This design comes from an exercise in tuning for small area and a short achievable clock period on the open sky130 flow, not from production work. Function was checked by simulation only, so behaviour that the tests miss may differ from the original. Power and IR drop assume default switching activity.

Setup of the baseline:
// coproc_top
module coproc_top (
  input  logic                CLOCK_50,
  input  logic                hps_fpga_reset_n,
  input  logic [word_w-1:0]   in_readdata,
  input  logic                in_waitrequest,
  output logic                in_read,
  output logic [word_w-1:0]   out_writedata,
  output logic                out_write,
  input  logic                out_waitrequest,
  input  logic [2:0]          reset_req,
  output logic                cold_reset,
  output logic                warm_reset,
  output logic                debug_reset,
  output logic [uptime_w-1:0] status_count,
  output logic [led_w-1:0]    ledr
);
  logic [uptime_w-1:0] uptime_q;    
  mult_pipe #(
    .stages (mult_stages)
  ) mult_inst (
    .CLOCK_50         (CLOCK_50),
    .hps_fpga_reset_n (hps_fpga_reset_n),
    .in_readdata      (in_readdata),
    .in_waitrequest   (in_waitrequest),
    .in_read          (in_read),
    .out_writedata    (out_writedata),
    .out_write        (out_write),
    .out_waitrequest  (out_waitrequest)
  );
  reset_req_fsm #(
    .pulse_ext (cold_pulse_ext)
  ) cold_req_inst (
    .CLOCK_50         (CLOCK_50),
    .hps_fpga_reset_n (hps_fpga_reset_n),
    .req              (reset_req[0]),
    .pulse            (cold_reset)
  );
  reset_req_fsm #(
    .pulse_ext (warm_pulse_ext)
  ) warm_req_inst (
    .CLOCK_50         (CLOCK_50),
    .hps_fpga_reset_n (hps_fpga_reset_n),
    .req              (reset_req[1]),
    .pulse            (warm_reset)
  );
  reset_req_fsm #(
    .pulse_ext (debug_pulse_ext)
  ) debug_req_inst (
  ...
Size: about 1000 cells after synthesis, roughly 200 flip-flops, about 0.013 mm2 of cells after synthesis.
clock: 6.8 ns
lec_check: 0
cap_margin: 20
core_margin: 2
core_utilization: 65
cts_cluster_diameter: 150
cts_cluster_size: 30
setup_slack_margin: 3.7
slew_margin: 20
synth_hierarchical: 1
standard.sh (not shown) runs the stock make flow with config.mk's settings and CLKGATE_MAP_FILE= SYNTH_SCRIPT=/design/flow/synth_recipe.tcl, a recipe that flattens the netlist after the stock synthesis.
==> flow/flow/run.sh <==
#!/bin/bash
# Layout flow: the standard ORFS flow, with the port buffers that the
# placement step inserts made from sky130_fd_sc_hd__buf_1, which the timing
# repair may then resize, instead of the delay-cell buffer the resizer picks.
set -euo pipefail
bash standard.sh "BUFFER_PORTS_ARGS=-buffer_cell sky130_fd_sc_hd__buf_1" finish > orfs_make.log 2>&1
The baseline: full flow OK, the timing, DRC and antenna checks passed
Relative to the baseline, the following input files were edited for the candidate:
# the baseline
export LEC_CHECK = 0
export CAP_MARGIN = 20
export CORE_MARGIN = 2
export CORE_UTILIZATION = 65
export CTS_CLUSTER_DIAMETER = 150
export CTS_CLUSTER_SIZE = 30
export SETUP_SLACK_MARGIN = 3.7
export SLEW_MARGIN = 20
export SYNTH_HIERARCHICAL = 1
create_clock -name core_clock -period 6.8 [get_ports {CLOCK_50}]
# the candidate
export LEC_CHECK = 0
export CAP_MARGIN = 20
export CORE_MARGIN = 2
export CORE_UTILIZATION = 60
export CTS_CLUSTER_DIAMETER = 150
export CTS_CLUSTER_SIZE = 30
export GPL_ROUTABILITY_DRIVEN = 0
export SETUP_SLACK_MARGIN = 3.7
export SLEW_MARGIN = 20
export SYNTH_HIERARCHICAL = 1
export TNS_END_PERCENT = 5
create_clock -name core_clock -period 6.8 [get_ports {CLOCK_50}]
==> run summary <==
- Compared the baseline against the candidate; number of buffers added by the clock tree synthesis step within noise.
- Taking the baseline as the reference, in the candidate part of the cycle the worst path needs has increased; internal power went down by 0.15 mW; worst hold-check slack neither gained nor lost much; final area saw a decrease.
- Against the baseline, the candidate reports a area added between synthesis and finish that is lower.
- Diff the baseline..the candidate | depth of the critical timing path with buffers and inverters included | unchanged
- The candidate vs the baseline, cell type of the slowest stage on the worst timing path: sky130_fd_sc_hd__buf_2 vs sky130_fd_sc_hd__buf_4
- Of the two values seen for highest-utilization routing layer at the global route stage, met1 was produced by the candidate and met2 by the baseline.
- Static leakage power, the baseline and the candidate: higher on the baseline
- Note that the maximum number of pins on one net before global-route repair recorded for the candidate amounts to 0.843 times the value seen in the baseline.
- Comparing the baseline and the candidate, the higher global-route usage over all layers was measured on the baseline.
- Going from the baseline to the candidate, the routing usage on met1 was found to have gone down by 2.6 points.

re-timing with driven ports:
The flow's constraints put no driver on any port. The routed layouts listed below were extracted and timed again, unchanged, in two steps. Step 1 assumes that a clkbuf_16 drives the clock port and a buf_2 every other input. Step 2 moves the port delays by t, midway between the first and last clock arrival at a register: inputs arrive t later, outputs are due t later. That takes back most of the time a late clock gives input paths. Three values: ideal ports, drivers, drivers and shift; two values: the first two.
run	shift t [ns]	setup WS [ns]	latest minus earliest clock arrival (ns)
the baseline	0.516	3.719 / 3.696 / 3.692	0.019 / 0.019
the candidate	0.520	3.708 / 3.689 / 3.491	0.019 / 0.019
After both steps every run listed still meets setup and hold. The setup slack of the candidate, which loses most, moves by -0.019 ns with the drivers and by -0.217 ns with both steps.
